From an optimization exercise on the open Yosys and OpenROAD flow, aimed at small area; shortcuts taken in it are not production practice.
The RTL was checked by simulation tests, not by an equivalence proof against the original design.
No activity file was given, so power comes from the tool's default toggle rates.

==> job 2990: inputs <==
// button_scan_holdoff_debounce_core
module button_scan_holdoff_debounce_core #(
  parameter int NUM_BUTTONS = 16
) (
  input  wire logic                         clk,
  input  wire logic                         rst_n,
  input  wire logic                         cfg_we,
  input  wire logic [bshd_pkg::HOLD_W-1:0]  cfg_wdata,
  input  wire logic                         in_tvalid,
  output logic                              in_tready,
  input  wire logic [bshd_pkg::TDATA_W-1:0] in_tdata,
  input  wire logic                         in_tuser,
  output logic                              out_tvalid,
  input  wire logic                         out_tready,
  output logic [bshd_pkg::TDATA_W-1:0]      out_tdata
);
  localparam int AW = 17;
  logic [AW-1:0]  cnt_r;
  logic [AW-1:0]  ts_r [16];
  logic [15:0]    level_r;
  logic [15:0]    hold_r;
  logic           ev_valid_r;
  logic [4:0]     ev_r;
  logic           acc, tick, samp;
  logic [3:0]     sel;
  logic [AW-1:0]  age;
  logic           fire, scrub, ts_we;
  logic [AW-1:0]  ts_wdata;
  assign in_tready = !ev_valid_r || out_tready;
  assign acc  = in_tvalid && in_tready;
  assign tick = acc && !in_tuser;
  assign samp = acc && in_tuser;
  assign sel   = in_tuser ? in_tdata[3:0] : cnt_r[3:0];
  assign age   = cnt_r - ts_r[sel];
  assign fire  = samp && (age >= {1'b0, hold_r}) && (level_r[sel] != in_tdata[4]);
  assign scrub = tick && age[AW-1];
  assign ts_we = fire || scrub;
  assign ts_wdata = rst_n ? {cnt_r[AW-1] ^ !in_tuser, cnt_r[AW-2:0]} : '0;
  always_ff @(posedge clk) begin
    if (!rst_n) begin
  ...
Settings: LEC_CHECK=0, CAP_MARGIN=0, CORE_MARGIN=2, CORE_UTILIZATION=65, CTS_BUF_LIST=sky130_fd_sc_hd__clkbuf_8, CTS_CLUSTER_DIAMETER=60, CTS_CLUSTER_SIZE=20, SLEW_MARGIN=0; clock period 12.0 ns.
run.sh (not shown) runs the stock make flow with config.mk's settings and CLKGATE_MAP_FILE= SYNTH_SCRIPT=/design/flow/synth_recipe.tcl, a recipe that flattens the netlist after the stock synthesis.
==> job 3044 (differences from job 2990) <==
--- a/flow/config.mk
+++ b/flow/config.mk
@@ -8,7 +8,7 @@
 export CAP_MARGIN = 0
 export CORE_MARGIN = 2
 export CORE_UTILIZATION = 65
-export CTS_BUF_LIST = sky130_fd_sc_hd__clkbuf_8
-export CTS_CLUSTER_DIAMETER = 60
-export CTS_CLUSTER_SIZE = 20
+export CTS_BUF_LIST = sky130_fd_sc_hd__clkbuf_4
+export CTS_CLUSTER_DIAMETER = 40
+export CTS_CLUSTER_SIZE = 10
 export SLEW_MARGIN = 0
==> job 9030 (differences from job 2990) <==
==> flow/config.mk (replaced) <==
export PLATFORM = sky130hd
export DESIGN_NAME = button_scan_holdoff_debounce_core
export DESIGN_NICKNAME = button_scan_holdoff_debounce_core
export VERILOG_FILES = /design/flow/design.v
export SDC_FILE = /design/flow/constraint.sdc
export NUM_CORES = 4
export LEC_CHECK = 0
export CAP_MARGIN = 20
export CORE_MARGIN = 2
export CORE_UTILIZATION = 65
export SLEW_MARGIN = 20
==> impl_metrics.py <==
metrics = {
    "outcome": {
        "status": "complete, no violations",
    },
    "finish": {
        "clkbuf_count": 40,
        "multi_input_area_um2": 4360,
        "sh_seq_area": 0.5888,
        "layout-drive-gt1-share": 0.1164,
        "diodes": 1,
    },
    "power_and_ir_drop": {
        "swShare": 0.2480,
        "pwr-share-clk": 0.382,
        "p_sw_mw": 0.6505,
    },
    "sta": {
        "worst_pin_slew_ps": 1090,
    },
    "routing": {
        "wl_per_cell_um": 26.22,
    },
    "clock_tree": {
        "h-tree-depth": 2,
        "numCtsBuffers": 34,
    },
    "critical_path": {
        "crit_cells": 25,
    },
    "global_route": {
        "grt_pass1_wl_um": 52900,
    },
}
(the above is from job 9030)
==> impl_metrics.py <==
metrics = {
    "logic_synthesis": {
        "synthSimpleGateAreaFrac": 0.08571,
        "ys_seq_area_frac": 0.6692,
    },
    "routing": {
        "vias_per_cell": 6.717,
    },
    "clock_tree": {
        "h-tree-depth": 2,
    },
    "placement": {
        "post-place-ws_ps": 1387,
    },
    "finish": {
        "sh_seq_area": 0.6070,
        "diodes": 1,
        "layout-drive-gt1-share": 0.1245,
        "clkbuf_count": 45,
    },
    "global_route": {
        "grt_pass1_wl_um": 51590,
    },
    "power_and_ir_drop": {
        "pwr-share-clk": 0.300,
        "swShare": 0.2589,
    },
    "outcome": {
        "status": "complete, no violations",
    },
    "critical_path": {
        "crit_cells": 30,
    },
    "sta": {
        "worst_pin_slew_ps": 1298,
    },
}
(the above is from job 3044)
==> impl_metrics.py <==
metrics = {
    "outcome": {
        "status": "complete, no violations",
    },
    "finish": {
        "multi_input_area_um2": 4354,
        "clkbuf_count": 24,
        "sh_seq_area": 0.6125,
        "layout-drive-gt1-share": 0.1040,
        "diodes": 0,
    },
    "power_and_ir_drop": {
        "p_sw_mw": 0.5947,
        "swShare": 0.2709,
        "pwr-share-clk": 0.263,
    },
    "sta": {
        "worst_pin_slew_ps": 1283,
    },
    "routing": {
        "wl_per_cell_um": 25.87,
        "wirelength_um": 34230,
    },
    "logic_synthesis": {
        "synthMuxAreaShare": 0.03603,
    },
    "global_route": {
        "grt_pass1_wl_um": 50800,
    },
}
(the above is from job 2990)

==> separate check: timing with driven ports <==
Ports are ideal in the flow. The routed layouts listed here were re-timed in OpenROAD. Step 1 (the two cells are an assumption about what drives the block):
set clk [get_ports {clk}]
set_driving_cell -lib_cell sky130_fd_sc_hd__clkbuf_16 $clk
set_driving_cell -lib_cell sky130_fd_sc_hd__buf_2 [delete_from_list [all_inputs] $clk]
Step 2, shift: input delay + t, output delay - t, t = (earliest + latest rising clock arrival at the registers) / 2. This alone moves slack from input paths to output paths. a / b / c = ideal / step 1 / step 2; a / b = the first two.
run | shift t [ns] | setup WS [ns] | slew at the worst register clock pin (ns)
job 2990 | 0.630 | 1.899 / 1.913 / 1.283 | 0.12 / 0.12
job 3044 | 0.724 | 1.972 / 1.986 / 1.263 | 0.11 / 0.11
job 9030 | 0.563 | 1.844 / 1.857 / 1.294 | 0.06 / 0.06
After both steps every run listed still meets setup and hold. For job 3044, which loses most, drivers alone change the setup slack by +0.014 ns; drivers and shift together by -0.709 ns.
